Context: an optimization exercise on an open-source flow, tuned for small area, a short achievable clock period and few clock cycles per item. The choices shown serve that exercise and are no tape-out recipe. Function was checked by simulation only, so behaviour that the tests miss may differ from the original. Power and IR drop assume default switching activity.

==> design.v <==
module soc_curve_interp_validate #(
  parameter int NUM_POINTS = 8
) (
  input  logic        clk,
  input  logic        rst,
  input  logic        cfg_wen,
  input  logic        cfg_index,
  input  logic [7:0]  cfg_data,
  input  logic        in_valid,
  output logic        in_ready,
  input  logic [19:0] in_data,
  output logic        out_valid,
  input  logic        out_ready,
  output logic [15:0] out_data
);
  logic [7:0] ve;
  logic [6:0] mt;
  logic       busy;
  always_ff @(posedge clk) begin
    if (rst) begin
      ve <= 8'd53;
      mt <= 7'd5;
    end else begin
      if (cfg_wen && cfg_index) mt <= cfg_data[6:0];
      if (cfg_wen && !cfg_index) ve <= cfg_data;
      else if (busy && eseg != 3'd5) ve <= {ve[1:0], ve[7:2]};
    end
  end
  logic [2:0]  eseg;    
  logic [1:0]  ebit;
  logic [13:0] acc;
  logic [1:0]  vbits;
  logic [15:0] mk;      
  logic [15:0] acc_sum;
  logic [13:0] acc_next;
  logic [4:0]  t1;
  logic [5:0]  t2;
  logic [6:0]  t3;
  logic [6:0]  t4;
  logic [5:0]  t5;
  assign vbits = ve[1:0];
  logic kt_new_n22, kt_new_n23, kt_new_n25, kt_new_n26, kt_new_n28, kt_new_n29, kt_new_n30, kt_new_n31, kt_new_n32, kt_new_n33, kt_new_n35, kt_new_n36, kt_new_n37, kt_new_n38, kt_new_n39, kt_new_n41, kt_new_n42, kt_new_n43, kt_new_n44, kt_new_n45, kt_new_n47, kt_new_n48, kt_new_n49, kt_new_n51, kt_new_n52, kt_new_n53, kt_new_n55, kt_new_n56, kt_new_n58, kt_new_n60, kt_new_n61, kt_new_n62, kt_new_n63, kt_new_n65, kt_new_n66, kt_new_n67, kt_new_n69, kt_new_n71, kt_new_n72, kt_new_n73, kt_new_n76;
  assign kt_new_n22 = ~eseg[2] & vbits[0];
  assign kt_new_n23 = eseg[1] & kt_new_n22;
  assign mk[15] = vbits[1] & kt_new_n23;
  assign kt_new_n25 = ~eseg[2] & vbits[1];
  assign kt_new_n26 = ~vbits[0] & kt_new_n25;
  assign mk[14] = eseg[1] & kt_new_n26;
  assign kt_new_n28 = eseg[1] & ~eseg[0];
  assign kt_new_n29 = ~eseg[1] & ~eseg[0];
  assign kt_new_n30 = ~eseg[2] & kt_new_n29;
  assign kt_new_n31 = vbits[0] & kt_new_n29;
  assign kt_new_n32 = eseg[2] & kt_new_n31;
  assign kt_new_n33 = ~kt_new_n23 & ~kt_new_n32;
  assign mk[0] = ~kt_new_n28 & ~kt_new_n33;
  assign kt_new_n35 = ~eseg[0] & vbits[1];
  assign kt_new_n36 = ~kt_new_n22 & ~kt_new_n35;
  assign kt_new_n37 = ~eseg[1] & ~kt_new_n36;
  assign kt_new_n38 = ~kt_new_n25 & ~kt_new_n37;
  assign kt_new_n39 = ~mk[0] & kt_new_n38;
  assign mk[3] = ~kt_new_n30 & ~kt_new_n39;
  assign kt_new_n41 = ~kt_new_n28 & mk[3];
  assign kt_new_n42 = vbits[1] & kt_new_n41;
  assign kt_new_n43 = vbits[0] & ~mk[15];
  assign kt_new_n44 = ~kt_new_n23 & ~kt_new_n25;
  assign kt_new_n45 = kt_new_n43 & ~kt_new_n44;
  assign mk[13] = kt_new_n42 | kt_new_n45;
  assign kt_new_n47 = ~mk[14] & ~kt_new_n37;
  assign kt_new_n48 = kt_new_n26 & ~kt_new_n47;
  assign kt_new_n49 = mk[3] & kt_new_n43;
  assign mk[12] = kt_new_n48 | kt_new_n49;
  assign kt_new_n51 = kt_new_n22 & mk[13];
  assign kt_new_n52 = ~eseg[0] & kt_new_n26;
  assign kt_new_n53 = ~kt_new_n31 & ~kt_new_n52;
  assign mk[9] = kt_new_n51 | ~kt_new_n53;
  assign kt_new_n55 = kt_new_n22 & mk[9];
  assign kt_new_n56 = ~eseg[1] & kt_new_n25;
  assign mk[11] = kt_new_n55 | kt_new_n56;
  assign kt_new_n58 = eseg[1] & kt_new_n42;
  assign mk[10] = ~kt_new_n47 | kt_new_n58;
  assign kt_new_n60 = ~vbits[1] & kt_new_n22;
  assign kt_new_n61 = ~kt_new_n26 & ~kt_new_n60;
  assign kt_new_n62 = ~mk[12] & ~kt_new_n61;
  assign kt_new_n63 = vbits[1] & ~kt_new_n33;
  assign mk[8] = kt_new_n62 | kt_new_n63;
  assign kt_new_n65 = ~kt_new_n22 & ~kt_new_n28;
  assign kt_new_n66 = ~kt_new_n47 & kt_new_n65;
  assign kt_new_n67 = ~mk[3] & ~kt_new_n66;
  assign mk[7] = ~mk[0] & ~kt_new_n67;
  assign kt_new_n69 = kt_new_n33 & ~kt_new_n60;
  assign mk[6] = kt_new_n66 | ~kt_new_n69;
  assign kt_new_n71 = ~kt_new_n23 & ~kt_new_n26;
  assign kt_new_n72 = eseg[0] & ~kt_new_n71;
  assign kt_new_n73 = kt_new_n31 & ~kt_new_n63;
  assign mk[5] = kt_new_n72 | kt_new_n73;
  assign mk[4] = ~kt_new_n31 & kt_new_n41;
  assign kt_new_n76 = ~mk[6] & ~mk[5];
  assign mk[2] = ~kt_new_n30 & ~kt_new_n76;
  assign mk[1] = kt_new_n41 & ~mk[8];
  assign acc_sum  = {2'b0, (ebit == 2'd0) ? 14'd0 : acc} + mk;
  assign acc_next = acc_sum[15:2];
  always_ff @(posedge clk) begin
    if (rst || (cfg_wen && !cfg_index)) begin
      busy <= 1'b1;
      eseg <= 3'd0;
      ebit <= 2'd0;
    end else if (busy) begin
      ebit <= ebit + 2'd1;
      if (ebit == 2'd3) eseg <= eseg + 3'd1;
      if (eseg == 3'd5) busy <= 1'b0;
    end
  end
  always_ff @(posedge clk) begin
    acc <= acc_next;
  end
  always_ff @(posedge clk) begin
    if (busy && ebit == 2'd0) begin
      case (eseg)
        3'd1: t1 <= acc[11:7];
        3'd2: t2 <= acc[12:7];
        3'd3: t3 <= acc[13:7];
        3'd4: t4 <= acc[13:7];
        3'd5: t5 <= acc[12:7];
        default: ;
      endcase
    end
  end
  logic [2:0] t6;
  logic [1:0] t7;
  logic t67_new_n14, t67_new_n15, t67_new_n16, t67_new_n17, t67_new_n18, t67_new_n19, t67_new_n21, t67_new_n22, t67_new_n23, t67_new_n24, t67_new_n25, t67_new_n26, t67_new_n27, t67_new_n28, t67_new_n30, t67_new_n31, t67_new_n32, t67_new_n33, t67_new_n34, t67_new_n35, t67_new_n36, t67_new_n37, t67_new_n38, t67_new_n39, t67_new_n40, t67_new_n41, t67_new_n42, t67_new_n43, t67_new_n44, t67_new_n45, t67_new_n46, t67_new_n47, t67_new_n48, t67_new_n51;
  assign t67_new_n14 = ve[7] & ve[6];
  assign t67_new_n15 = ve[2] & ve[1];
  assign t67_new_n16 = ~ve[3] & ~t67_new_n15;
  assign t67_new_n17 = ve[7] & ve[5];
  assign t67_new_n18 = ve[4] & t67_new_n17;
  assign t67_new_n19 = ~t67_new_n16 & t67_new_n18;
  assign t6[2] = t67_new_n14 | t67_new_n19;
  assign t67_new_n21 = ve[1] & ve[0];
  assign t67_new_n22 = ~ve[2] & ~t67_new_n21;
  assign t67_new_n23 = ve[6] & ve[4];
  assign t67_new_n24 = ve[3] & t67_new_n23;
  assign t67_new_n25 = ~t67_new_n22 & t67_new_n24;
  assign t67_new_n26 = ve[6] & ve[5];
  assign t67_new_n27 = ~ve[7] & ~t67_new_n26;
  assign t67_new_n28 = ~t67_new_n25 & t67_new_n27;
  assign t6[1] = ~t6[2] & ~t67_new_n28;
  assign t67_new_n30 = ~ve[4] & ~ve[2];
  assign t67_new_n31 = ~ve[3] & t67_new_n30;
  assign t67_new_n32 = t67_new_n26 & ~t67_new_n31;
  assign t67_new_n33 = t6[2] & t67_new_n32;
  assign t67_new_n34 = ~t6[2] & ~t67_new_n32;
  assign t67_new_n35 = ~t67_new_n33 & ~t67_new_n34;
  assign t67_new_n36 = ~ve[1] & ~ve[0];
  assign t67_new_n37 = t67_new_n30 & t67_new_n36;
  assign t67_new_n38 = ve[7] & ~t67_new_n37;
  assign t67_new_n39 = ~ve[6] & ~t67_new_n38;
  assign t67_new_n40 = ~t67_new_n25 & ~t67_new_n39;
  assign t67_new_n41 = ~ve[5] & ~t67_new_n40;
  assign t67_new_n42 = ve[3] & t67_new_n15;
  assign t67_new_n43 = ve[7] & ~ve[3];
  assign t67_new_n44 = ~ve[5] & ~t67_new_n43;
  assign t67_new_n45 = ~ve[4] & ~t67_new_n17;
  assign t67_new_n46 = ~t67_new_n44 & t67_new_n45;
  assign t67_new_n47 = ~t67_new_n42 & t67_new_n46;
  assign t67_new_n48 = ~t67_new_n41 & ~t67_new_n47;
  assign t6[0] = ~t67_new_n35 & t67_new_n48;
  assign t7[1] = t67_new_n14 & ~t67_new_n46;
  assign t67_new_n51 = ~ve[7] & ~t67_new_n32;
  assign t7[0] = ~t7[1] & ~t67_new_n51;
  logic        r0_v;
  logic [12:0] v;
  logic [6:0]  r0_c;
  logic [6:0]  e;
  logic ev_new_n21, ev_new_n22, ev_new_n23, ev_new_n24, ev_new_n25, ev_new_n26, ev_new_n27, ev_new_n28, ev_new_n29, ev_new_n30, ev_new_n31, ev_new_n33, ev_new_n34, ev_new_n35, ev_new_n36, ev_new_n37, ev_new_n38, ev_new_n39, ev_new_n40, ev_new_n41, ev_new_n42, ev_new_n43, ev_new_n44, ev_new_n45, ev_new_n46, ev_new_n47, ev_new_n48, ev_new_n49, ev_new_n50, ev_new_n51, ev_new_n52, ev_new_n53, ev_new_n54, ev_new_n55, ev_new_n56, ev_new_n57, ev_new_n58, ev_new_n59, ev_new_n60, ev_new_n61, ev_new_n62, ev_new_n63, ev_new_n64, ev_new_n65, ev_new_n66, ev_new_n67, ev_new_n68, ev_new_n69, ev_new_n70, ev_new_n71, ev_new_n72, ev_new_n73, ev_new_n74, ev_new_n75, ev_new_n76, ev_new_n77, ev_new_n78, ev_new_n79, ev_new_n80, ev_new_n81, ev_new_n82, ev_new_n83, ev_new_n84, ev_new_n85, ev_new_n86, ev_new_n87, ev_new_n88, ev_new_n89, ev_new_n90, ev_new_n91, ev_new_n92, ev_new_n93, ev_new_n94, ev_new_n95, ev_new_n96, ev_new_n97, ev_new_n98, ev_new_n99, ev_new_n100, ev_new_n101, ev_new_n102, ev_new_n103, ev_new_n104, ev_new_n105, ev_new_n106, ev_new_n107, ev_new_n108, ev_new_n109, ev_new_n110, ev_new_n111, ev_new_n112, ev_new_n113, ev_new_n114, ev_new_n115, ev_new_n116, ev_new_n117, ev_new_n118, ev_new_n119, ev_new_n120, ev_new_n121, ev_new_n122, ev_new_n123, ev_new_n125, ev_new_n126, ev_new_n127, ev_new_n128, ev_new_n130, ev_new_n131, ev_new_n132, ev_new_n133, ev_new_n134, ev_new_n135, ev_new_n136, ev_new_n137, ev_new_n138, ev_new_n139, ev_new_n140, ev_new_n141, ev_new_n142, ev_new_n143, ev_new_n144, ev_new_n145, ev_new_n146, ev_new_n147, ev_new_n148, ev_new_n150, ev_new_n151, ev_new_n152, ev_new_n153, ev_new_n154, ev_new_n155, ev_new_n156, ev_new_n157, ev_new_n158, ev_new_n159, ev_new_n160, ev_new_n161, ev_new_n162, ev_new_n163, ev_new_n164, ev_new_n165, ev_new_n166, ev_new_n167, ev_new_n168, ev_new_n169, ev_new_n170, ev_new_n171, ev_new_n172, ev_new_n173, ev_new_n174, ev_new_n175, ev_new_n176, ev_new_n177, ev_new_n178, ev_new_n179, ev_new_n180, ev_new_n181, ev_new_n182, ev_new_n183, ev_new_n184, ev_new_n185, ev_new_n186, ev_new_n187, ev_new_n188, ev_new_n189, ev_new_n190, ev_new_n191, ev_new_n192, ev_new_n193, ev_new_n194, ev_new_n195, ev_new_n196, ev_new_n197, ev_new_n198, ev_new_n199, ev_new_n200, ev_new_n201, ev_new_n202, ev_new_n203, ev_new_n204, ev_new_n205, ev_new_n206, ev_new_n207, ev_new_n208, ev_new_n209, ev_new_n210, ev_new_n211, ev_new_n212, ev_new_n213, ev_new_n214, ev_new_n215, ev_new_n216, ev_new_n217, ev_new_n218, ev_new_n219, ev_new_n220, ev_new_n221, ev_new_n222, ev_new_n223, ev_new_n224, ev_new_n225, ev_new_n226, ev_new_n227, ev_new_n228, ev_new_n229, ev_new_n230, ev_new_n231, ev_new_n232, ev_new_n234, ev_new_n235, ev_new_n236, ev_new_n237, ev_new_n238, ev_new_n239, ev_new_n240, ev_new_n241, ev_new_n242, ev_new_n243, ev_new_n244, ev_new_n245, ev_new_n246, ev_new_n247, ev_new_n248, ev_new_n249, ev_new_n250, ev_new_n251, ev_new_n252, ev_new_n253, ev_new_n254, ev_new_n255, ev_new_n256, ev_new_n257, ev_new_n258, ev_new_n259, ev_new_n260, ev_new_n261, ev_new_n262, ev_new_n263, ev_new_n264, ev_new_n265, ev_new_n266, ev_new_n267, ev_new_n268, ev_new_n269, ev_new_n270, ev_new_n271, ev_new_n272, ev_new_n273, ev_new_n275, ev_new_n276, ev_new_n277, ev_new_n278, ev_new_n279, ev_new_n280, ev_new_n281, ev_new_n282, ev_new_n283, ev_new_n284, ev_new_n285, ev_new_n286, ev_new_n287, ev_new_n288, ev_new_n289, ev_new_n290, ev_new_n291, ev_new_n292, ev_new_n293, ev_new_n294, ev_new_n295, ev_new_n296, ev_new_n297, ev_new_n298, ev_new_n299, ev_new_n300, ev_new_n301, ev_new_n302, ev_new_n303, ev_new_n304, ev_new_n305, ev_new_n306, ev_new_n307, ev_new_n308, ev_new_n309, ev_new_n310, ev_new_n311, ev_new_n312, ev_new_n313, ev_new_n314, ev_new_n315, ev_new_n316, ev_new_n317, ev_new_n318, ev_new_n319, ev_new_n320, ev_new_n321, ev_new_n322, ev_new_n323, ev_new_n324, ev_new_n325, ev_new_n326, ev_new_n327, ev_new_n328, ev_new_n329, ev_new_n330, ev_new_n331, ev_new_n332, ev_new_n333, ev_new_n334, ev_new_n335, ev_new_n336, ev_new_n337, ev_new_n338, ev_new_n339, ev_new_n340, ev_new_n341, ev_new_n342, ev_new_n343, ev_new_n344, ev_new_n345, ev_new_n346, ev_new_n347, ev_new_n348, ev_new_n349;
  assign ev_new_n21 = v[11] & v[10];
  assign ev_new_n22 = v[9] & ev_new_n21;
  assign ev_new_n23 = v[6] & v[4];
  assign ev_new_n24 = v[7] & ev_new_n23;
  assign ev_new_n25 = ~v[2] & ~v[1];
  assign ev_new_n26 = ~v[3] & ev_new_n25;
  assign ev_new_n27 = v[5] & v[4];
  assign ev_new_n28 = ~ev_new_n26 & ev_new_n27;
  assign ev_new_n29 = ev_new_n24 & ev_new_n28;
  assign ev_new_n30 = ~v[8] & ~ev_new_n29;
  assign ev_new_n31 = ev_new_n22 & ~ev_new_n30;
  assign e[6] = v[12] | ev_new_n31;
  assign ev_new_n33 = ~v[7] & v[6];
  assign ev_new_n34 = ~v[5] & ~v[4];
  assign ev_new_n35 = ~ev_new_n27 & ~ev_new_n34;
  assign ev_new_n36 = v[1] & v[0];
  assign ev_new_n37 = v[2] & ev_new_n36;
  assign ev_new_n38 = v[3] & ev_new_n37;
  assign ev_new_n39 = ev_new_n35 & ev_new_n38;
  assign ev_new_n40 = ~v[5] & ~ev_new_n39;
  assign ev_new_n41 = ev_new_n33 & ~ev_new_n40;
  assign ev_new_n42 = ~v[8] & v[6];
  assign ev_new_n43 = v[7] & ~v[6];
  assign ev_new_n44 = v[1] & ev_new_n43;
  assign ev_new_n45 = ~v[3] & ~ev_new_n33;
  assign ev_new_n46 = v[5] & ~v[2];
  assign ev_new_n47 = ~v[4] & ev_new_n46;
  assign ev_new_n48 = ev_new_n45 & ev_new_n47;
  assign ev_new_n49 = ~ev_new_n44 & ev_new_n48;
  assign ev_new_n50 = v[8] & ev_new_n49;
  assign ev_new_n51 = ~v[1] & ~v[0];
  assign ev_new_n52 = v[2] & ~ev_new_n51;
  assign ev_new_n53 = v[7] & ~ev_new_n52;
  assign ev_new_n54 = v[5] & v[3];
  assign ev_new_n55 = ~ev_new_n53 & ev_new_n54;
  assign ev_new_n56 = ~ev_new_n27 & ~ev_new_n55;
  assign ev_new_n57 = ev_new_n43 & ~ev_new_n56;
  assign ev_new_n58 = ~v[5] & ~v[3];
  assign ev_new_n59 = ~ev_new_n26 & ~ev_new_n58;
  assign ev_new_n60 = ev_new_n24 & ~ev_new_n59;
  assign ev_new_n61 = ~v[7] & ~v[6];
  assign ev_new_n62 = ~v[2] & ~ev_new_n36;
  assign ev_new_n63 = ~ev_new_n53 & ~ev_new_n62;
  assign ev_new_n64 = ~v[3] & ~ev_new_n63;
  assign ev_new_n65 = v[3] & ~ev_new_n62;
  assign ev_new_n66 = ~v[7] & ~v[4];
  assign ev_new_n67 = ~ev_new_n65 & ev_new_n66;
  assign ev_new_n68 = ~ev_new_n64 & ~ev_new_n67;
  assign ev_new_n69 = v[5] & ev_new_n68;
  assign ev_new_n70 = ~ev_new_n61 & ~ev_new_n69;
  assign ev_new_n71 = ~ev_new_n37 & ev_new_n45;
  assign ev_new_n72 = ~ev_new_n38 & ~ev_new_n71;
  assign ev_new_n73 = ~v[4] & ev_new_n72;
  assign ev_new_n74 = ~ev_new_n70 & ev_new_n73;
  assign ev_new_n75 = ~ev_new_n60 & ~ev_new_n74;
  assign ev_new_n76 = ~ev_new_n57 & ~ev_new_n75;
  assign ev_new_n77 = ~v[5] & ~ev_new_n68;
  assign ev_new_n78 = ~v[6] & ~v[4];
  assign ev_new_n79 = ~ev_new_n23 & ~ev_new_n78;
  assign ev_new_n80 = ev_new_n77 & ev_new_n79;
  assign ev_new_n81 = v[3] & ~ev_new_n61;
  assign ev_new_n82 = ~ev_new_n36 & ev_new_n81;
  assign ev_new_n83 = v[2] & v[1];
  assign ev_new_n84 = ~v[7] & ev_new_n83;
  assign ev_new_n85 = v[7] & ~ev_new_n83;
  assign ev_new_n86 = ~ev_new_n84 & ~ev_new_n85;
  assign ev_new_n87 = v[6] & ~v[4];
  assign ev_new_n88 = v[5] & ev_new_n87;
  assign ev_new_n89 = ev_new_n86 & ev_new_n88;
  assign ev_new_n90 = ~ev_new_n54 & ~ev_new_n78;
  assign ev_new_n91 = ~ev_new_n35 & ev_new_n52;
  assign ev_new_n92 = ~ev_new_n90 & ev_new_n91;
  assign ev_new_n93 = ~ev_new_n89 & ~ev_new_n92;
  assign ev_new_n94 = ~ev_new_n82 & ~ev_new_n93;
  assign ev_new_n95 = v[3] & ev_new_n83;
  assign ev_new_n96 = ev_new_n87 & ev_new_n95;
  assign ev_new_n97 = ~v[2] & ev_new_n51;
  assign ev_new_n98 = ev_new_n78 & ev_new_n97;
  assign ev_new_n99 = ~ev_new_n96 & ~ev_new_n98;
  assign ev_new_n100 = v[7] & ~ev_new_n99;
  assign ev_new_n101 = ~ev_new_n94 & ~ev_new_n100;
  assign ev_new_n102 = ~ev_new_n80 & ev_new_n101;
  assign ev_new_n103 = ~ev_new_n76 & ev_new_n102;
  assign ev_new_n104 = ~v[8] & ~ev_new_n103;
  assign ev_new_n105 = ~ev_new_n50 & ~ev_new_n104;
  assign ev_new_n106 = ~ev_new_n42 & ev_new_n105;
  assign ev_new_n107 = ev_new_n58 & ~ev_new_n99;
  assign ev_new_n108 = ev_new_n34 & ~ev_new_n65;
  assign ev_new_n109 = v[6] & ~ev_new_n28;
  assign ev_new_n110 = ~ev_new_n108 & ev_new_n109;
  assign ev_new_n111 = ~ev_new_n107 & ~ev_new_n110;
  assign ev_new_n112 = ~ev_new_n106 & ~ev_new_n111;
  assign ev_new_n113 = ~ev_new_n41 & ~ev_new_n112;
  assign ev_new_n114 = v[7] & ~v[5];
  assign ev_new_n115 = v[6] & ev_new_n114;
  assign ev_new_n116 = ev_new_n113 & ~ev_new_n115;
  assign ev_new_n117 = v[8] & ~v[6];
  assign ev_new_n118 = ~ev_new_n42 & ~ev_new_n117;
  assign ev_new_n119 = ~ev_new_n116 & ev_new_n118;
  assign ev_new_n120 = ev_new_n116 & ~ev_new_n118;
  assign ev_new_n121 = v[7] & ev_new_n22;
  assign ev_new_n122 = ~ev_new_n120 & ev_new_n121;
  assign ev_new_n123 = ~ev_new_n119 & ev_new_n122;
  assign e[5] = v[12] | ev_new_n123;
  assign ev_new_n125 = ~v[12] & ev_new_n22;
  assign ev_new_n126 = ~ev_new_n57 & ev_new_n116;
  assign ev_new_n127 = v[8] & ev_new_n43;
  assign ev_new_n128 = ev_new_n126 & ~ev_new_n127;
  assign e[4] = ev_new_n125 & ~ev_new_n128;
  assign ev_new_n130 = ev_new_n27 & ~ev_new_n113;
  assign ev_new_n131 = ~ev_new_n35 & ~ev_new_n87;
  assign ev_new_n132 = ~ev_new_n77 & ~ev_new_n131;
  assign ev_new_n133 = ~ev_new_n69 & ev_new_n132;
  assign ev_new_n134 = ev_new_n37 & ~ev_new_n133;
  assign ev_new_n135 = ~v[7] & ~ev_new_n134;
  assign ev_new_n136 = ~ev_new_n111 & ~ev_new_n135;
  assign ev_new_n137 = ev_new_n111 & ev_new_n133;
  assign ev_new_n138 = ~ev_new_n136 & ~ev_new_n137;
  assign ev_new_n139 = ~ev_new_n130 & ev_new_n138;
  assign ev_new_n140 = ~v[8] & ~ev_new_n139;
  assign ev_new_n141 = v[8] & v[7];
  assign ev_new_n142 = ~ev_new_n126 & ~ev_new_n141;
  assign ev_new_n143 = v[5] & ~ev_new_n49;
  assign ev_new_n144 = ~v[6] & ~ev_new_n143;
  assign ev_new_n145 = v[6] & ev_new_n143;
  assign ev_new_n146 = ~ev_new_n144 & ~ev_new_n145;
  assign ev_new_n147 = ~ev_new_n142 & ev_new_n146;
  assign ev_new_n148 = ~ev_new_n140 & ~ev_new_n147;
  assign e[3] = ev_new_n125 & ~ev_new_n148;
  assign ev_new_n150 = v[12] & ~v[11];
  assign ev_new_n151 = ~v[10] & ~v[9];
  assign ev_new_n152 = ~v[8] & ev_new_n151;
  assign ev_new_n153 = ev_new_n150 & ev_new_n152;
  assign ev_new_n154 = ~v[3] & ev_new_n34;
  assign ev_new_n155 = ev_new_n61 & ~ev_new_n83;
  assign ev_new_n156 = ev_new_n154 & ev_new_n155;
  assign ev_new_n157 = ev_new_n153 & ev_new_n156;
  assign ev_new_n158 = v[12] & ~ev_new_n157;
  assign ev_new_n159 = v[5] & ev_new_n62;
  assign ev_new_n160 = v[6] & ~ev_new_n52;
  assign ev_new_n161 = ~ev_new_n97 & ~ev_new_n160;
  assign ev_new_n162 = ~ev_new_n159 & ev_new_n161;
  assign ev_new_n163 = v[7] & ev_new_n162;
  assign ev_new_n164 = ~ev_new_n72 & ~ev_new_n163;
  assign ev_new_n165 = ev_new_n78 & ~ev_new_n164;
  assign ev_new_n166 = ev_new_n61 & ~ev_new_n77;
  assign ev_new_n167 = v[4] & v[1];
  assign ev_new_n168 = ~ev_new_n83 & ~ev_new_n167;
  assign ev_new_n169 = ~v[6] & ~v[0];
  assign ev_new_n170 = ~ev_new_n168 & ev_new_n169;
  assign ev_new_n171 = ~ev_new_n25 & ~ev_new_n83;
  assign ev_new_n172 = ~v[6] & v[4];
  assign ev_new_n173 = ~ev_new_n171 & ev_new_n172;
  assign ev_new_n174 = ~v[6] & ~v[2];
  assign ev_new_n175 = ~v[4] & ~ev_new_n174;
  assign ev_new_n176 = ev_new_n171 & ev_new_n175;
  assign ev_new_n177 = ~ev_new_n173 & ~ev_new_n176;
  assign ev_new_n178 = ~ev_new_n170 & ev_new_n177;
  assign ev_new_n179 = v[5] & ev_new_n178;
  assign ev_new_n180 = ev_new_n62 & ev_new_n87;
  assign ev_new_n181 = v[3] & ~ev_new_n97;
  assign ev_new_n182 = ~ev_new_n180 & ev_new_n181;
  assign ev_new_n183 = ~ev_new_n179 & ~ev_new_n182;
  assign ev_new_n184 = ~ev_new_n166 & ev_new_n183;
  assign ev_new_n185 = ~ev_new_n74 & ev_new_n184;
  assign ev_new_n186 = ev_new_n165 & ev_new_n185;
  assign ev_new_n187 = ~ev_new_n23 & ~ev_new_n133;
  assign ev_new_n188 = ~ev_new_n186 & ev_new_n187;
  assign ev_new_n189 = v[5] & ~ev_new_n61;
  assign ev_new_n190 = v[3] & ~ev_new_n25;
  assign ev_new_n191 = ev_new_n24 & ev_new_n190;
  assign ev_new_n192 = ~ev_new_n189 & ~ev_new_n191;
  assign ev_new_n193 = ev_new_n99 & ~ev_new_n192;
  assign ev_new_n194 = ~v[8] & ~ev_new_n193;
  assign ev_new_n195 = ~ev_new_n188 & ev_new_n194;
  assign ev_new_n196 = ev_new_n61 & ev_new_n108;
  assign ev_new_n197 = ~v[6] & ~ev_new_n55;
  assign ev_new_n198 = v[2] & ~ev_new_n27;
  assign ev_new_n199 = ev_new_n53 & ~ev_new_n198;
  assign ev_new_n200 = ~v[7] & ev_new_n36;
  assign ev_new_n201 = ev_new_n198 & ev_new_n200;
  assign ev_new_n202 = ~v[3] & ~ev_new_n201;
  assign ev_new_n203 = ~ev_new_n199 & ev_new_n202;
  assign ev_new_n204 = v[6] & ~ev_new_n154;
  assign ev_new_n205 = ev_new_n62 & ~ev_new_n78;
  assign ev_new_n206 = ~ev_new_n204 & ev_new_n205;
  assign ev_new_n207 = ~ev_new_n203 & ev_new_n206;
  assign ev_new_n208 = ~ev_new_n197 & ev_new_n207;
  assign ev_new_n209 = ~ev_new_n196 & ~ev_new_n208;
  assign ev_new_n210 = ~ev_new_n143 & ev_new_n209;
  assign ev_new_n211 = ev_new_n95 & ~ev_new_n178;
  assign ev_new_n212 = v[8] & ~ev_new_n211;
  assign ev_new_n213 = ~v[8] & ev_new_n181;
  assign ev_new_n214 = ev_new_n57 & ~ev_new_n213;
  assign ev_new_n215 = ~ev_new_n212 & ~ev_new_n214;
  assign ev_new_n216 = v[9] & ~ev_new_n215;
  assign ev_new_n217 = ~ev_new_n210 & ev_new_n216;
  assign ev_new_n218 = ev_new_n29 & ev_new_n215;
  assign ev_new_n219 = ev_new_n55 & ev_new_n165;
  assign ev_new_n220 = ~v[4] & ev_new_n83;
  assign ev_new_n221 = v[5] & ~v[3];
  assign ev_new_n222 = ~ev_new_n220 & ev_new_n221;
  assign ev_new_n223 = ~ev_new_n39 & ~ev_new_n222;
  assign ev_new_n224 = ev_new_n33 & ~ev_new_n223;
  assign ev_new_n225 = ev_new_n29 & ~ev_new_n71;
  assign ev_new_n226 = ~v[9] & ~ev_new_n225;
  assign ev_new_n227 = ev_new_n21 & ~ev_new_n226;
  assign ev_new_n228 = ~ev_new_n224 & ev_new_n227;
  assign ev_new_n229 = ~ev_new_n219 & ev_new_n228;
  assign ev_new_n230 = ~ev_new_n218 & ev_new_n229;
  assign ev_new_n231 = ~ev_new_n217 & ev_new_n230;
  assign ev_new_n232 = ~ev_new_n195 & ev_new_n231;
  assign e[2] = ev_new_n158 | ev_new_n232;
  assign ev_new_n234 = v[2] & ev_new_n130;
  assign ev_new_n235 = v[7] & ~ev_new_n167;
  assign ev_new_n236 = ~ev_new_n36 & ev_new_n235;
  assign ev_new_n237 = ~ev_new_n174 & ~ev_new_n235;
  assign ev_new_n238 = ~ev_new_n236 & ~ev_new_n237;
  assign ev_new_n239 = v[2] & ev_new_n23;
  assign ev_new_n240 = ev_new_n51 & ev_new_n78;
  assign ev_new_n241 = ev_new_n58 & ~ev_new_n240;
  assign ev_new_n242 = ~ev_new_n239 & ev_new_n241;
  assign ev_new_n243 = ~ev_new_n238 & ev_new_n242;
  assign ev_new_n244 = ev_new_n185 & ~ev_new_n243;
  assign ev_new_n245 = ev_new_n24 & ev_new_n244;
  assign ev_new_n246 = v[4] & ~ev_new_n164;
  assign ev_new_n247 = ev_new_n209 & ~ev_new_n246;
  assign ev_new_n248 = ~v[6] & ev_new_n114;
  assign ev_new_n249 = ev_new_n65 & ev_new_n248;
  assign ev_new_n250 = ev_new_n215 & ~ev_new_n249;
  assign ev_new_n251 = ~ev_new_n247 & ~ev_new_n250;
  assign ev_new_n252 = ~ev_new_n245 & ~ev_new_n251;
  assign ev_new_n253 = ev_new_n105 & ev_new_n252;
  assign ev_new_n254 = ~ev_new_n58 & ~ev_new_n79;
  assign ev_new_n255 = ~ev_new_n97 & ev_new_n254;
  assign ev_new_n256 = ev_new_n195 & ev_new_n255;
  assign ev_new_n257 = ev_new_n253 & ~ev_new_n256;
  assign ev_new_n258 = ~ev_new_n234 & ev_new_n257;
  assign ev_new_n259 = ev_new_n125 & ~ev_new_n258;
  assign ev_new_n260 = ev_new_n40 & ev_new_n43;
  assign ev_new_n261 = ~v[12] & v[8];
  assign ev_new_n262 = ev_new_n21 & ev_new_n261;
  assign ev_new_n263 = ~ev_new_n41 & ev_new_n262;
  assign ev_new_n264 = ~ev_new_n260 & ev_new_n263;
  assign ev_new_n265 = ~v[7] & ev_new_n226;
  assign ev_new_n266 = ~v[5] & ~ev_new_n95;
  assign ev_new_n267 = ev_new_n90 & ~ev_new_n266;
  assign ev_new_n268 = v[7] & ~ev_new_n44;
  assign ev_new_n269 = ev_new_n267 & ~ev_new_n268;
  assign ev_new_n270 = ~ev_new_n226 & ~ev_new_n269;
  assign ev_new_n271 = ~ev_new_n265 & ~ev_new_n270;
  assign ev_new_n272 = ev_new_n264 & ev_new_n271;
  assign ev_new_n273 = ~ev_new_n157 & ~ev_new_n272;
  assign e[1] = ev_new_n259 | ~ev_new_n273;
  assign ev_new_n275 = ~v[4] & ~ev_new_n84;
  assign ev_new_n276 = ev_new_n58 & ~ev_new_n97;
  assign ev_new_n277 = ~ev_new_n275 & ev_new_n276;
  assign ev_new_n278 = ev_new_n253 & ev_new_n277;
  assign ev_new_n279 = ~ev_new_n49 & ev_new_n209;
  assign ev_new_n280 = ~ev_new_n244 & ~ev_new_n279;
  assign ev_new_n281 = ~v[2] & v[1];
  assign ev_new_n282 = ~ev_new_n200 & ~ev_new_n281;
  assign ev_new_n283 = ev_new_n23 & ~ev_new_n282;
  assign ev_new_n284 = v[4] & ev_new_n36;
  assign ev_new_n285 = v[7] & v[2];
  assign ev_new_n286 = ~ev_new_n78 & ev_new_n285;
  assign ev_new_n287 = ~ev_new_n284 & ev_new_n286;
  assign ev_new_n288 = ~ev_new_n52 & ev_new_n61;
  assign ev_new_n289 = ~v[1] & v[0];
  assign ev_new_n290 = ev_new_n66 & ev_new_n289;
  assign ev_new_n291 = ~ev_new_n288 & ~ev_new_n290;
  assign ev_new_n292 = ~ev_new_n287 & ev_new_n291;
  assign ev_new_n293 = ~ev_new_n283 & ev_new_n292;
  assign ev_new_n294 = ev_new_n155 & ev_new_n293;
  assign ev_new_n295 = ~ev_new_n280 & ~ev_new_n294;
  assign ev_new_n296 = ~ev_new_n278 & ev_new_n295;
  assign ev_new_n297 = v[9] & ~ev_new_n296;
  assign ev_new_n298 = v[4] & ~v[0];
  assign ev_new_n299 = ev_new_n26 & ev_new_n298;
  assign ev_new_n300 = v[9] & ~ev_new_n181;
  assign ev_new_n301 = ~ev_new_n299 & ev_new_n300;
  assign ev_new_n302 = ev_new_n260 & ~ev_new_n301;
  assign ev_new_n303 = ev_new_n203 & ~ev_new_n226;
  assign ev_new_n304 = v[7] & ~ev_new_n35;
  assign ev_new_n305 = ~v[9] & ~ev_new_n304;
  assign ev_new_n306 = ~v[5] & v[2];
  assign ev_new_n307 = v[7] & v[0];
  assign ev_new_n308 = ~ev_new_n298 & ~ev_new_n307;
  assign ev_new_n309 = ev_new_n306 & ~ev_new_n308;
  assign ev_new_n310 = v[3] & ~ev_new_n86;
  assign ev_new_n311 = ~ev_new_n309 & ev_new_n310;
  assign ev_new_n312 = ~ev_new_n305 & ev_new_n311;
  assign ev_new_n313 = ev_new_n204 & ~ev_new_n312;
  assign ev_new_n314 = ~ev_new_n303 & ev_new_n313;
  assign ev_new_n315 = ~ev_new_n302 & ~ev_new_n314;
  assign ev_new_n316 = ~ev_new_n297 & ev_new_n315;
  assign ev_new_n317 = ev_new_n262 & ~ev_new_n316;
  assign ev_new_n318 = v[1] & ev_new_n78;
  assign ev_new_n319 = ~ev_new_n162 & ~ev_new_n318;
  assign ev_new_n320 = ~ev_new_n76 & ev_new_n215;
  assign ev_new_n321 = ~ev_new_n319 & ~ev_new_n320;
  assign ev_new_n322 = ev_new_n215 & ~ev_new_n293;
  assign ev_new_n323 = ~ev_new_n321 & ~ev_new_n322;
  assign ev_new_n324 = ev_new_n54 & ~ev_new_n323;
  assign ev_new_n325 = ev_new_n23 & ev_new_n213;
  assign ev_new_n326 = ~ev_new_n267 & ~ev_new_n325;
  assign ev_new_n327 = ~ev_new_n114 & ev_new_n326;
  assign ev_new_n328 = ev_new_n68 & ~ev_new_n185;
  assign ev_new_n329 = ev_new_n209 & ~ev_new_n328;
  assign ev_new_n330 = ~ev_new_n178 & ~ev_new_n329;
  assign ev_new_n331 = v[7] & ev_new_n25;
  assign ev_new_n332 = ~ev_new_n326 & ev_new_n331;
  assign ev_new_n333 = ~ev_new_n330 & ~ev_new_n332;
  assign ev_new_n334 = ~ev_new_n327 & ~ev_new_n333;
  assign ev_new_n335 = ev_new_n46 & ~ev_new_n298;
  assign ev_new_n336 = ~ev_new_n167 & ~ev_new_n306;
  assign ev_new_n337 = ~ev_new_n335 & ev_new_n336;
  assign ev_new_n338 = ~v[7] & ~v[5];
  assign ev_new_n339 = ev_new_n51 & ~ev_new_n338;
  assign ev_new_n340 = ev_new_n45 & ~ev_new_n339;
  assign ev_new_n341 = ~ev_new_n54 & ~ev_new_n81;
  assign ev_new_n342 = ~ev_new_n340 & ev_new_n341;
  assign ev_new_n343 = ~ev_new_n337 & ev_new_n342;
  assign ev_new_n344 = ~ev_new_n244 & ~ev_new_n343;
  assign ev_new_n345 = ~v[8] & ~ev_new_n344;
  assign ev_new_n346 = ~ev_new_n334 & ~ev_new_n345;
  assign ev_new_n347 = ~ev_new_n324 & ev_new_n346;
  assign ev_new_n348 = ev_new_n125 & ~ev_new_n347;
  assign ev_new_n349 = ~ev_new_n157 & ~ev_new_n348;
  assign e[0] = ev_new_n317 | ~ev_new_n349;
  logic [2:0] sg;
  always_comb begin
    if (v >= 13'd3893) sg = 3'd1;
    else if (v >= 13'd3783) sg = 3'd2;
    else if (v >= 13'd3721) sg = 3'd3;
    else if (v >= 13'd3686) sg = 3'd4;
    else if (v >= 13'd3575) sg = 3'd5;
    else if (v >= 13'd3487) sg = 3'd6;
    else sg = 3'd7;
  end
  logic [6:0] t_raw;
  always_comb begin
    case (sg)
      3'd1: t_raw = {2'd0, t1};
      3'd2: t_raw = {1'd0, t2};
      3'd3: t_raw = t3;
      3'd4: t_raw = t4;
      3'd5: t_raw = {1'd0, t5};
      3'd6: t_raw = {4'd0, t6};
      default: t_raw = {5'd0, t7};
    endcase
  end
  logic       r1_v;
  logic [6:0] r1_e, r1_c, r1_t;
  logic [6:0] tol;
  logic [7:0] d;
  logic [6:0] ad;
  logic       ok;
  assign tol = (r1_t < mt) ? mt : r1_t;
  assign d   = {1'b0, r1_c} - {1'b0, r1_e};
  assign ad  = d[7] ? 7'(-d) : d[6:0];
  assign ok  = (ad < r1_t) || (ad < mt);
  logic       s_v;
  logic       s_ok, h_ok;
  logic [6:0] s_e, s_t, h_e, h_t;
  logic       h_free, r1_en, r0_en;
  assign h_free = !out_valid || out_ready;
  assign r1_en  = !r1_v || !s_v;
  assign r0_en  = !r0_v || r1_en;
  logic       r0_v_n, r1_v_n, s_v_n, busy_n;
  always_comb begin
    r0_v_n = r0_en ? (in_valid && in_ready) : r0_v;
    r1_v_n = r1_en ? r0_v : r1_v;
    s_v_n  = h_free ? 1'b0 : (s_v || r1_v);
    busy_n = (cfg_wen && !cfg_index) || (busy && eseg != 3'd5);
  end
  always_ff @(posedge clk) begin
    if (rst) begin
      r0_v      <= 1'b0;
      r1_v      <= 1'b0;
      s_v       <= 1'b0;
      out_valid <= 1'b0;
      in_ready  <= 1'b0;
    end else begin
      r0_v      <= r0_v_n;
      r1_v      <= r1_v_n;
      s_v       <= s_v_n;
      out_valid <= h_free ? (s_v || r1_v) : 1'b1;
      in_ready  <= !busy_n && (!r0_v_n || !r1_v_n || !s_v_n);
    end
  end
  always_ff @(posedge clk) begin
    if (r0_en) begin
      v    <= in_data[19:7];
      r0_c <= in_data[6:0];
    end
    if (r1_en) begin
      r1_e <= e;
      r1_c <= r0_c;
      r1_t <= t_raw;
    end
    if (!s_v) begin
      s_ok <= ok;
      s_e  <= r1_e;
      s_t  <= tol;
    end
    if (h_free) begin
      if (s_v) begin
        h_ok <= s_ok;
        h_e  <= s_e;
        h_t  <= s_t;
      end else begin
        h_ok <= ok;
        h_e  <= r1_e;
        h_t  <= tol;
      end
    end
  end
  assign out_data = {h_ok, h_e, 1'b0, h_t};
endmodule
==> flow/run.sh <==
#!/bin/bash
set -euo pipefail
MARGIN=${FLOW_SETUP_MARGIN:-6.7}
export BUFFER_PORTS_ARGS="-buffer_cell sky130_fd_sc_hd__buf_1"
sed "s/SETUP_SLACK_MARGIN=[0-9.]*/SETUP_SLACK_MARGIN=${MARGIN}/" standard.sh > standard_margin.sh
bash standard_margin.sh > standard.log 2>&1
==> standard.sh <==
#!/bin/bash
# synth_recipe.tcl (not shown) runs the flow's synth.tcl, then flattens the netlist and writes it again
# the make line also repeats each setting of config.mk as NAME=value (left out here)
make -C /OpenROAD-flow-scripts/flow DESIGN_CONFIG=/design/flow/config.mk WORK_HOME=/design/flow/orfs CLKGATE_MAP_FILE= SYNTH_SCRIPT=/design/flow/synth_recipe.tcl "${@:-finish}"
==> config.mk <==
export PLATFORM = sky130hd
export DESIGN_NAME = soc_curve_interp_validate
export DESIGN_NICKNAME = soc_curve_interp_validate
export VERILOG_FILES = /design/flow/design.v
export SDC_FILE = /design/flow/constraint.sdc
export NUM_CORES = 4
export LEC_CHECK = 0
export ABC_AREA = 1
export CAP_MARGIN = 20
export CORE_MARGIN = 2
export CORE_UTILIZATION = 50
export CTS_BUF_LIST = sky130_fd_sc_hd__clkbuf_8
export CTS_CLUSTER_DIAMETER = 150
export CTS_CLUSTER_SIZE = 50
export SETUP_SLACK_MARGIN = 5
export SLEW_MARGIN = 20
export TNS_END_PERCENT = 0
==> constraint.sdc <==
create_clock -name core_clock -period 10.0 [get_ports {clk}]
set_input_delay 2.0000 -clock core_clock [delete_from_list [all_inputs] [get_ports {clk}]]
set_output_delay 2.0000 -clock core_clock [all_outputs]
set_load 0.01 [all_outputs]
==> metrics.csv, run 1 <==
stage,metric,value,unit
status,status,no timing/DRC/antenna violations,
clocking,clk root buf,clkbuf_8,
floorplan,die area,17860,um^2
synth,largest area contributor in the netlist,edfxtp_1,
synth,Synth Flop Type,edfxtp_1,
synth,most frequent cell after synthesis,nand2_1,
synth,sequential area share after synthesis,44.20,%
synth,commonest cells in the netlist,"nand2_1, inv_1, edfxtp_1",
clocking,hold_buf cts,0,
route,WL met3,1293,um
worst_setup_path,crit-path cells,inv_1 > ha_4 > nand2_2 > o21ai_2 > inv_2 > nor2_4 > inv_2 > a31oi_4 > nand3_1 > nand2_1 > a21oi_1 > or2_1 > nor2_1 > ha_2 > nand4_1 > o21ai_2 > a21oi_2 > o21ai_2 > nand2_1 > nand3_2 > xor2_1,
timing,final hold vios,0,
job,# Max-Cap Violations,0,
layout,fillers,1548,
timing,transition time of the tightest slew-check pin,0.9326,ns
place,number of I/O port buffers,50,
worst_setup_path,Crit. Startpoint,eseg[0],
global_route,GR Overflow Total,0,
timing,Fin Setup TNS,0,ns
synth,Mean Syn Cell Area,8.461,um^2
worst_setup_path,Most Frequent Cell on Critical Path,o21ai_2,
floorplan,IO Pins,52,
global_route,initial antenna violation count,0,
worst_setup_path,"CP delay by family, top",simple AND/OR/NAND/NOR gates,
floorplan,Core Area,16520,um^2
synth,Synth warnings,1,
route,DRT Wirelength,20150,um
worst_hold_path,hold crit path type,reg -> reg,
route,drt pass-1 iters,5,
worst_setup_path,CP required,10.35,ns
worst_setup_path,"slowest stage delay, CP",0.36,ns
layout,Layout area overhead,9.590,%
worst_setup_path,worst r2r src,eseg[0],
synth,post-synth top area share,31.09,%
pwr,worst IR drop on VDD,0.1033,mV
worst_setup_path,Critical Path End,acc[12],
route,via density per instance,5.424,
synth,Synth cell types,57,
worst_setup_path,Worst R2R Path Depth,21,
synth,ys async rst share,0,%
route,routed length on met1,9428,um
timing,RSZ-0062 raised after global routing,yes,
route,top routing layer in use,met4,
layout,Layout Nets,1137,
worst_setup_path,Critical Path Start Type,flop,
floorplan,Die Wd,133.6,um
timing,fin crit period,3.193,ns
timing,"Setup violations, final",0,
timing,max-slew violations,0,
worst_setup_path,Crit Path Category,reg -> reg,
route,Avg WL per Cell,15.80,um
worst_setup_path,worst-path maximum fanout,6,
route,Antenna Violating Nets Remaining,0,
synth,Post-Synthesis Net Count,1088,
synth,synth top area cells,"edfxtp_1, dfxtp_1, nand2_1, ha_1, inv_1",
floorplan,Cell Rows,47,
synth,Syn Inst Count,993,
worst_setup_path,critical path's slowest cell,dfxtp_2,
worst_setup_path,crit path DAT,3.54,ns
synth,number of synthesized flops with an enable pin,87,
worst_hold_path,WHS Path Cells,0,
worst_setup_path,critical path depth,21,
timing,Final period util,31.93,%
clocking,H-tree levels,4,
clocking,CTS buffer count,17,
route,Remaining DRCs,0,
pwr,PD cells,166.7,nW/um^2
place,HPWL after detailed placement,14980,um
synth,Yosys reg bits,142,
layout,n_diodes,0,
timing,max_slew headroom,37.68,%
pwr,P_leak,3.995,nW
clocking,Worst-Skew Late Latency,0.46,ns
global_route,vias in the first global route,6585,
timing,fmax,0.3132,GHz
place,gpl congestion,0.9703,
route,DRT iter0 DRCs,494,
floorplan,Die Y,133.6,um
clocking,clock-pin transition on the worst setup and hold timing paths,0.08,ns
timing,Fin Hold WS,0.4230,ns
global_route,largest net degree at the start of global routing,31,
clocking,clock buffer depth,2,
route,vias,6915,
layout,share of cells above drive strength 1,10.52,%
worst_setup_path,RR Endpoint,acc[12],
global_route,GRT Resource Usage Total,23.33,%
synth,Synth Cell Area,8402,um^2
clocking,clk sinks,142,
timing,worst clock skew,0.01802,ns
worst_setup_path,critical path buffer and inverter count,3,
worst_setup_path,flop2flop setup slack,6.81,ns
clocking,CTS tree,done,
floorplan,Initial Utilization,50.84,%
global_route,global-route wire length before repair,33020,um
worst_setup_path,Crit. End Element,flop,
route,met2 wire len,8991,um
state kept, by name (all words and copies together), names as in the netlist, 3 cells and up:
name / cells
t3: 7
eseg: 3
ve: 8
t5: 6
t1: 5
acc: 14
h_e: 7
t2: 6
h_t: 7
r0_c: 7
s_t: 7
mt: 7
s_e: 7
v: 13
r1_c: 7
r1_e: 7
t4: 7
r1_t: 7
worst register-to-register path, delay by kind of cell, from the launching register on:
family	cells	cell delay [ns]
compound gates	6	0.76
fa+ha+maj	2	0.48
flops	1	0.36
simple gates	9	1.06
xor+xnor	1	0.14
buf+inv	3	0.28
power by group:
part	switching, mW	total (mW)	internal, mW	leakage (nW)
clock	0.229	0.450	0.221	0.200
combinational	0.218	0.347	0.129	2.45
sequential	0.0417	0.738	0.696	1.35
logic make-up (layout without fill, tap and decap cells):
| family | Yosys count | in the layout | synth area share (%) |
|---|---|---|---|
| AO/OA/AOI/OAI | 190 | 190 | 13.64 |
| XOR/XNOR | 25 | 25 | 2.606 |
| adder cells (fa/ha/maj) | 61 | 61 | 9.174 |
| buffers and inverters | 154 | 216 | 7.327 |
| flip-flops | 142 | 142 | 44.20 |
| other | 1 | 1 | 0.04463 |
| AND/OR/NAND/NOR | 420 | 420 | 23.01 |
area by class of cell:
type                    count  area, um^2  area share (%)
inverters                 129       488.0           5.300
clock buffers              17       234.0           2.541
multi-input cells         697        4121           44.76
clock inverters            15       146.4           1.590
flip-flops and latches    142        3717           40.37
repair buffers             55       225.2           2.446
well taps                 220       275.3           2.990
layout by cell type, fill, tap and decap left out, types with 3 or more instances in the layout:
cell type   instances
nor4_1              3
dfxtp_2             3
nor3_2              3
nand3_1            52
buf_1              50
o22ai_1             3
o21bai_1            5
nor2_4              4
a21oi_1            56
dfxtp_1            52
inv_2              19
nor3_1             13
ha_1               58
inv_1             111
edfxtp_1           87
clkinvlp_4          3
a31oi_1            13
o21ai_1             5
o2111ai_1           6
nor2_1             80
nand2_2            10
o21ai_2             5
nand3_2             4
a21oi_2             6
nand4_1            26
xnor2_1             6
clkbuf_8           17
nand2_4             4
o211ai_1           15
nand2_1           206
inv_6               3
xor2_1             19
buf_4               5
nor2_2              6
o21ai_0            60
worst min path at each step:
stage / slack [ns] / from / end
after floorplan: 0.40 / r0_c[0] / r1_c[0]
after CTS: 0.42 / r0_c[2] / r1_c[2]
after global placement: 0.40 / r0_c[0] / r1_c[0]
after global routing: 0.43 / r0_c[2] / r1_c[2]
final: 0.42 / r0_c[2] / r1_c[2]
after detailed placement: 0.41 / r0_c[2] / r1_c[2]
metrics by stage:
| stage | instance area (um^2) | util, % | power, mW | worst slack [ns] | std cells |
|---|---|---|---|---|---|
| final | 9208 | 55.72 | 1.534 | 6.807 | 1275 |
| after global routing | 9208 | 55.72 | 1.619 | 6.497 | 1275 |
| after CTS | 9150 | 55.37 | 1.537 | 6.705 | 1272 |
| after detailed placement | 8741 | 52.90 | 1.087 | 6.507 | 1239 |
| after global placement | 8741 | 52.90 | 1.083 | 6.556 | 1239 |
| after floorplan | 8402 | - | 0.9982 | 6.844 | 993 |
layer usage:
layer	GRT usage [%]	up-vias
met5	0	-
met4	8.215	0
met3	4.072	32
met2	36.51	257
met1	32.72	3134
li1	-	3492
what timing repair did:
action,CTS,global route
pin swaps,2,3
endpoints found under the setup margin,8,23
setup buffers,1,3
resized for setup,7,8
Testbench counts, summed over its fixed seeds: cycles 3,376, items 3,200.
==> run 2: changes to the inputs <==
--- a/config.mk
+++ b/config.mk
@@ -7,5 +7,5 @@
 export LEC_CHECK = 0
 export ABC_AREA = 1
-export CAP_MARGIN = 20
+export CAP_MARGIN = 0
 export CORE_MARGIN = 2
 export CORE_UTILIZATION = 50
@@ -14,4 +14,3 @@
 export CTS_CLUSTER_SIZE = 50
 export SETUP_SLACK_MARGIN = 5
-export SLEW_MARGIN = 20
-export TNS_END_PERCENT = 0
+export SLEW_MARGIN = 0
==> run 2 against run 1 <==
  * Fmax increased by 2.3%
  * Hold slack improved by 0.00075 ns
  * Sequential cell count unchanged
  * Critical path type unchanged
  * Setup slack improved by 0.072 ns
  * Global-route usage unchanged
  * Utilization increased by 0.68 points
  * Final cell count increased by 0.78%
==> metrics.csv, run 2 <==
stage,metric,value,unit,change
worst_setup_path,Crit. End Element,flop,,
global_route,initial antenna violation count,0,,unchanged
clocking,clk sinks,142,,unchanged
place,placed instance area,8741,um^2,unchanged
floorplan,Initial Utilization,50.84,%,unchanged
clocking,clk root buf,clkbuf_8,,
timing,"Setup violations, final",0,,unchanged
status,status,no timing/DRC/antenna violations,,
place,gpl congestion,0.9703,,unchanged
synth,Synth warnings,1,,unchanged
global_route,GRT Resource Usage Total,23.33,%,unchanged
worst_setup_path,"slowest stage delay, CP",0.36,ns,about the same
floorplan,Cell Rows,47,,unchanged
worst_setup_path,critical path buffer and inverter count,3,,unchanged
layout,Layout area overhead,10.93,%,
synth,sequential area share after synthesis,44.20,%,unchanged
worst_setup_path,Crit Path Category,reg -> reg,,
synth,commonest cells in the netlist,"nand2_1, inv_1, edfxtp_1",,
floorplan,die area,17860,um^2,unchanged
place,Cells after DPL,1239,,unchanged
timing,transition time of the tightest slew-check pin,1.159,ns,+0.2263 ns
floorplan,Die Y,133.6,um,unchanged
layout,design area,9320,um^2,+1.2%
worst_setup_path,flop2flop setup slack,6.88,ns,+0.07 ns
clocking,clock-pin transition on the worst setup and hold timing paths,0.08,ns,about the same
pwr,P_leak,4.050,nW,+1.4%
timing,Fin Setup TNS,0,ns,unchanged
timing,fin crit period,3.121,ns,-0.07234 ns
synth,most frequent cell after synthesis,nand2_1,,
job,# Max-Cap Violations,0,,unchanged
global_route,global-route wire length before repair,33020,um,unchanged
route,Remaining DRCs,0,,unchanged
layout,max FFs per register,14,,unchanged
timing,max_slew headroom,22.55,%,-15 points
worst_setup_path,critical path depth,21,,unchanged
route,DRT Wirelength,20180,um,+0.14%
worst_setup_path,crit-path cells,inv_2 > ha_4 > nand2_4 > o21ai_2 > inv_2 > nor2_4 > inv_2 > a31oi_4 > nand3_2 > nand2_2 > a21oi_1 > or2_1 > nor2_1 > ha_2 > nand4_1 > o21ai_2 > a21oi_2 > o21ai_2 > nand2_1 > nand3_2 > xor2_1,,
timing,final hold vios,0,,unchanged
layout,n_diodes,0,,unchanged
layout,fillers,1530,,-1.2%
place,"worst slack, placed",6.507,ns,unchanged
place,HPWL after detailed placement,14980,um,unchanged
layout,Layout Nets,1147,,+0.88%
global_route,largest net degree at the start of global routing,31,,unchanged
synth,Synth Cell Area,8402,um^2,unchanged
timing,setup ws final,6.879,ns,+0.07234 ns
clocking,CTS buffer count,17,,unchanged
place,number of I/O port buffers,50,,unchanged
worst_setup_path,CP required,10.34,ns,about the same
worst_setup_path,"CP delay by family, top",simple AND/OR/NAND/NOR gates,,
synth,largest area contributor in the netlist,edfxtp_1,,
synth,Yosys reg bits,142,,unchanged
worst_setup_path,crit path DAT,3.46,ns,-0.08 ns
synth,Syn Inst Count,993,,unchanged
route,Avg WL per Cell,15.70,um,-0.64%
synth,number of synthesized flops with an enable pin,87,,unchanged
layout,Biggest register,acc,,
route,drt pass-1 iters,6,,+1
global_route,GR Overflow Total,0,,unchanged
timing,max-slew violations,0,,unchanged
synth,Mean Syn Cell Area,8.461,um^2,unchanged
floorplan,Core Area,16520,um^2,unchanged
floorplan,IO Pins,52,,unchanged
worst_setup_path,critical path's slowest cell,dfxtp_4,,
clocking,clock buffer depth,2,,unchanged
worst_setup_path,worst-path maximum fanout,3,,-3
clocking,CTS tree,done,,
route,Antenna Violating Nets Remaining,0,,unchanged
route,DRT iter0 DRCs,540,,+9.3%
timing,Final period util,31.21,%,-0.72 points
timing,RSZ-0062 raised after global routing,yes,,
worst_setup_path,Crit. Startpoint,eseg[1],,
route,vias,6961,,+0.67%
pwr,PD cells,165.0,nW/um^2,-0.97%
worst_setup_path,Worst R2R Path Depth,21,,unchanged
synth,post-synth top area share,31.09,%,unchanged
synth,synth top area cells,"edfxtp_1, dfxtp_1, nand2_1, ha_1, inv_1",,
synth,Post-Synthesis Net Count,1088,,unchanged
floorplan,Die Wd,133.6,um,unchanged
synth,ys async rst share,0,%,unchanged
clocking,H-tree levels,4,,unchanged
worst_setup_path,Critical Path Start Type,flop,,
timing,fmax,0.3204,GHz,+2.3%
synth,Synth Flop Type,edfxtp_1,,
worst_setup_path,RR Endpoint,acc[12],,
clocking,hold_buf cts,0,,unchanged
layout,fin cells,1285,,+0.78%
worst_hold_path,hold crit path type,reg -> reg,,
worst_setup_path,Critical Path End,acc[12],,
route,via density per instance,5.417,,-0.12%
layout,"commonest cells after routing, fill and taps aside","nand2_1, inv_1, edfxtp_1",,
layout,share of cells above drive strength 1,12.11,%,+1.6 points
layout,"commonest non-fill, non-tap cell in the layout",nand2_1,,
global_route,vias in the first global route,6585,,unchanged
synth,Synth cell types,57,,unchanged
clocking,Worst-Skew Late Latency,0.45,ns,about the same
timing,Fin Hold WS,0.4238,ns,+0.0007460 ns
pwr,worst IR drop on VDD,0.09909,mV,-4.1%
worst_setup_path,worst r2r src,eseg[1],,
timing,worst clock skew,0.01623,ns,-0.001794 ns
layout,largest registers,"acc x14, v x13, ve x8",,
run 2: stage by stage:
step | utilization (%) | power, mW
after floorplan | - | 0.9982
after global placement | 52.90 | 1.083
after detailed placement | 52.90 | 1.087
after CTS | 55.37 | 1.537
after global routing | 56.40 | 1.625
final | 56.40 | 1.538
run 2: layout make-up:
cell class                 instances  area (um^2)  share of cell area [%]
clock inverter                    15        146.4                   1.571
sequential                       142         3730                   40.02
multi-input combinational        697         4144                   44.46
clock buffer                      17        234.0                   2.510
timing repair buffer              65        300.3                   3.222
tap                              220        275.3                   2.953
inverter                         129        490.5                   5.262
run 2: report_power, final:
part | leakage, nW | switching [mW] | internal (mW)
Clock | 0.200 | 0.228 | 0.221
Sequential | 1.35 | 0.0409 | 0.695
Combinational | 2.50 | 0.220 | 0.133
Total | 4.05 | 0.489 | 1.05
run 2: worst reg2reg max path, delay by kind of cell, from the launching register on:
kind,cells,cell delay [ns]
xor+xnor,1,0.15
compound gates,6,0.81
fa+ha+maj,2,0.46
flops,1,0.36
buf+inv,3,0.20
simple gates,9,1.05
run 2: logic make-up (layout without fill, tap and decap cells):
| logic type | count (synthesis) | count (layout) | synth area share [%] |
|---|---|---|---|
| AOI/OAI and AO/OA | 190 | 190 | 13.64 |
| xor gates and xnor gates | 25 | 25 | 2.606 |
| adders and majority gates | 61 | 61 | 9.174 |
| buffers and inverters | 154 | 226 | 7.327 |
| DFF | 142 | 142 | 44.20 |
| other | 1 | 1 | 0.04463 |
| and+or+nand+nor | 420 | 420 | 23.01 |
run 2: how the worst min path moves through the flow:
| stage | startpoint | endpoint | slack (ns) | cells past startpoint |
|---|---|---|---|---|
| floorplan | r0_c[0] | r1_c[0] | 0.40 | 0 |
| global placement | r0_c[0] | r1_c[0] | 0.40 | 0 |
| detailed placement | r0_c[2] | r1_c[2] | 0.41 | 0 |
| CTS | r0_c[2] | r1_c[2] | 0.42 | 0 |
| global route | r0_c[2] | r1_c[2] | 0.43 | 0 |
| finish | r0_c[2] | r1_c[2] | 0.42 | 0 |
run 2: timing repair:
item / in CTS / in global routing
gates resized for setup: 7 / 25
setup buffers: 1 / 13
setup endpoints to repair: 8 / 45
pin swaps: 2 / 14
run 2: per-layer routing:
layer | GRT usage, % | share of wire (%) | vias up
li1 | - | - | 3508
met1 | 32.72 | 47 | 3168
met2 | 36.51 | 45 | 248
met3 | 4.072 | 6.3 | 37
met4 | 8.215 | 2.1 | 0
met5 | 0 | 0 | -
==> run 3: changes to the inputs <==
--- a/config.mk
+++ b/config.mk
@@ -7,5 +7,5 @@
 export LEC_CHECK = 0
 export ABC_AREA = 1
-export CAP_MARGIN = 0
+export CAP_MARGIN = 20
 export CORE_MARGIN = 2
 export CORE_UTILIZATION = 50
@@ -14,3 +14,3 @@
 export CTS_CLUSTER_SIZE = 50
 export SETUP_SLACK_MARGIN = 5
-export SLEW_MARGIN = 0
+export SLEW_MARGIN = 20
==> run 3 against run 2 <==
  * Synthesized cell count did not move
  * Critical path depth unchanged
  * Sequential share of layout area about the same
  * Global-route usage unchanged
  * Power grew 0.13%
  * Register-to-register slack improved by 0.03 ns
  * Via count about the same
  * Critical path type unchanged
  * Critical endpoint unchanged
  * Largest power group unchanged
==> metrics.csv, run 3 <==
stage,metric,value,unit,change
layout,"commonest cells after routing, fill and taps aside","nand2_1, inv_1, edfxtp_1",,
synth,Syn Inst Count,993,,unchanged
route,drt pass-1 iters,5,,-1
global_route,GRT Resource Usage Total,23.33,%,unchanged
layout,Layout Utilization,56.47,%,+0.068 points
synth,Mean Syn Cell Area,8.461,um^2,unchanged
clocking,H-tree levels,4,,unchanged
route,Avg WL per Cell,15.73,um,+0.18%
floorplan,Core Area,16520,um^2,unchanged
synth,Synth warnings,1,,unchanged
layout,largest registers,"acc x14, v x13, ve x8",,
global_route,GR Overflow Total,0,,unchanged
timing,max_slew headroom,38.17,%,+16 points
clocking,CTS buffer count,17,,unchanged
route,WL met3,1314,um,+4.0%
status,status,no timing/DRC/antenna violations,,
place,number of I/O port buffers,50,,unchanged
clocking,clock buffer depth,2,,unchanged
layout,max FFs per register,14,,unchanged
pwr,internal power,1.049,mW,about the same
timing,fmax,0.3238,GHz,+1.0%
layout,fillers,1535,,+0.33%
clocking,clk root buf,clkbuf_8,,
timing,worst clock skew,0.01688,ns,+0.0006555 ns
route,DRT Wirelength,20220,um,+0.18%
timing,RSZ-0062 raised after global routing,no,,
timing,Final period util,30.89,%,-0.32 points
layout,n_diodes,0,,unchanged
route,met2 wire len,9040,um,-0.54%
place,HPWL after detailed placement,14980,um,unchanged
synth,Synth Flop Type,edfxtp_1,,
global_route,largest net degree at the start of global routing,31,,unchanged
synth,Synth cell types,57,,unchanged
clocking,clock-pin transition on the worst setup and hold timing paths,0.08,ns,about the same
floorplan,Die Wd,133.6,um,unchanged
worst_setup_path,Crit. Startpoint,eseg[1],,
worst_setup_path,worst r2r src,eseg[1],,
pwr,Flop pwr share,47.8,%,about the same
synth,Yosys reg bits,142,,unchanged
route,DRT iter0 DRCs,552,,+2.2%
timing,fin crit period,3.089,ns,-0.03229 ns
synth,most frequent cell after synthesis,nand2_1,,
clocking,hold_buf cts,0,,unchanged
pwr,"Power, Total",1.540,mW,+0.13%
synth,number of synthesized flops with an enable pin,87,,unchanged
route,top routing layer in use,met4,,
layout,design area,9331,um^2,+0.12%
layout,Layout Nets,1147,,unchanged
worst_hold_path,hold crit path type,reg -> reg,,
clocking,CTS tree,done,,
worst_setup_path,CP required,10.35,ns,about the same
pwr,clock network power share,29.2,%,about the same
synth,synth top area cells,"edfxtp_1, dfxtp_1, nand2_1, ha_1, inv_1",,
worst_setup_path,Critical Path Start Type,flop,,
worst_setup_path,Crit Path Category,reg -> reg,,
global_route,global-route wire length before repair,33020,um,unchanged
worst_setup_path,worst-path maximum fanout,3,,unchanged
pwr,PD cells,165.0,nW/um^2,about the same
timing,transition time of the tightest slew-check pin,0.9204,ns,-0.2384 ns
floorplan,Cell Rows,47,,unchanged
pwr,Comb pwr share,23.0,%,about the same
job,# Max-Cap Violations,0,,unchanged
worst_setup_path,crit path DAT,3.44,ns,-0.02 ns
synth,ys async rst share,0,%,unchanged
clocking,Worst-Skew Late Latency,0.46,ns,about the same
pwr,Sw Ratio,31.87,%,+0.10 points
layout,Biggest register,acc,,
route,Remaining DRCs,0,,unchanged
global_route,vias in the first global route,6585,,unchanged
layout,"commonest non-fill, non-tap cell in the layout",nand2_1,,
synth,largest area contributor in the netlist,edfxtp_1,,
pwr,P_leak,4.050,nW,about the same
place,gpl congestion,0.9703,,unchanged
timing,"Setup violations, final",0,,unchanged
layout,Layout area overhead,11.06,%,
synth,post-synth top area share,31.09,%,unchanged
global_route,initial antenna violation count,0,,unchanged
route,vias,6960,,-0.014%
route,Antenna Violating Nets Remaining,0,,unchanged
layout,share of cells above drive strength 1,12.30,%,+0.19 points
route,routed length on met1,9391,um,about the same
synth,sequential area share after synthesis,44.20,%,unchanged
worst_setup_path,Crit. End Element,flop,,
floorplan,Die Y,133.6,um,unchanged
place,placed instance area,8741,um^2,unchanged
timing,max-slew violations,0,,unchanged
timing,Fin Setup TNS,0,ns,unchanged
synth,Post-Synthesis Net Count,1088,,unchanged
synth,commonest cells in the netlist,"nand2_1, inv_1, edfxtp_1",,
pwr,worst IR drop on VDD,0.1012,mV,+2.1%
route,via density per instance,5.416,,about the same
pwr,Switch Pwr,0.4908,mW,+0.44%
clocking,clk sinks,142,,unchanged
timing,final hold vios,0,,unchanged
floorplan,Initial Utilization,50.84,%,unchanged
floorplan,IO Pins,52,,unchanged
floorplan,die area,17860,um^2,unchanged
worst_hold_path,worst hold path startpoint,r0_c[2],,
synth,Synth Cell Area,8402,um^2,unchanged
-- run 3: final timing paths --
path / endpoint / slack (ns) / depth (start not counted)
min: r1_c[2] / 0.42 / 0
max: acc[12] / 6.91 / 21
min reg2reg: r1_c[2] / 0.42 / 0
max reg2reg: acc[12] / 6.91 / 21
-- run 3: kinds of logic after synthesis --
group,synth area share (%)
AOI/OAI and AO/OA,13.64
xor gates and xnor gates,2.606
adders and majority gates,9.174
buffers and inverters,7.327
DFF,44.20
other,0.04463
and+or+nand+nor,23.01
-- run 3: cell type report --
class / instances / area (um^2) / share of cell area, %
multi-input cells: 697 / 4153 / 44.50
flip-flops and latches: 142 / 3732 / 40.00
inverters: 129 / 490.5 / 5.256
repair buffers: 65 / 300.3 / 3.218
well taps: 220 / 275.3 / 2.950
clock buffers: 17 / 234.0 / 2.507
clock inverters: 15 / 146.4 / 1.569
-- run 3: power groups by stage --
stage | combinational (mW) | sequential, mW | clock (mW)
detailed placement | 0.335 | 0.752 | 0
floorplan | 0.260 | 0.738 | 0
finish | 0.355 | 0.736 | 0.450
global placement | 0.332 | 0.750 | 0
CTS | 0.338 | 0.738 | 0.460
global route | 0.403 | 0.743 | 0.480
-- run 3: worst max-delay path: stages, from the launching register on --
cell,delay (ns)
dfxtp_4,0.36
inv_2,0.08
ha_4,0.15
nand2_4,0.06
o21ai_2,0.13
inv_2,0.07
nor2_4,0.13
inv_2,0.05
a31oi_4,0.21
nand3_2,0.10
nand2_2,0.08
a21oi_1,0.04
or2_1,0.27
nor2_1,0.13
ha_2,0.29
nand4_1,0.12
o21ai_2,0.10
a21oi_2,0.20
o21ai_2,0.11
nand2_1,0.08
nand3_2,0.08
xor2_1,0.15
-- run 3: layer usage --
layer	up-vias	track usage [%]
li1	3510	-
met2	252	36.51
met5	-	0
met4	0	8.215
met3	36	4.072
met1	3162	32.72
-- run 3: stage by stage --
step           setup WS (ns)  hold WS (ns)  cells
6_report               6.911        0.4237   1285
5_1_grt                6.664        0.4293   1285
4_1_cts                6.705        0.4227   1272
3_5_place_dp           6.507        0.4056   1239
3_3_place_gp           6.556        0.4017   1239
2_1_floorplan          6.844        0.4003    993
-- run 3: timing repair --
| item | CTS | global route |
|---|---|---|
| pin swaps | 2 | 14 |
| setup buffers | 1 | 13 |
| resized for setup | 7 | 26 |
| setup endpoints to repair | 8 | 23 |

==> what the ideal ports hide <==
Ports are ideal in the flow. The routed layouts listed here were re-timed in OpenROAD.
Step 1 (the two cells are an assumption about what drives the block):
set clk [get_ports {clk}]
set_driving_cell -lib_cell sky130_fd_sc_hd__clkbuf_16 $clk
set_driving_cell -lib_cell sky130_fd_sc_hd__buf_2 [delete_from_list [all_inputs] $clk]
Step 2 adds t to the input delays and takes it off the output delays; t is the mean of the earliest and latest rising clock arrival at the registers after step 1. Input paths then give back, and output paths get back, about the clock's delay inside the block.
Three values: ideal ports, drivers, drivers and shift; two values: the first two.
run	t (ns)	setup WS [ns]	worst hold slack (ns)	latest minus earliest clock arrival (ns)	slew at the worst register clock pin (ns)
run 1	0.492	6.807 / 6.807 / 6.461	0.423 / 0.423 / 0.423	0.018 / 0.018	0.09 / 0.09
run 2	0.483	6.879 / 6.879 / 6.641	0.424 / 0.424 / 0.424	0.017 / 0.016	0.09 / 0.09
run 3	0.490	6.911 / 6.911 / 6.643	0.424 / 0.424 / 0.424	0.017 / 0.017	0.09 / 0.09
After both steps every run listed still meets setup and hold. For run 1, which loses most, drivers alone change the setup slack by 0.000 ns; drivers and shift together by -0.346 ns.
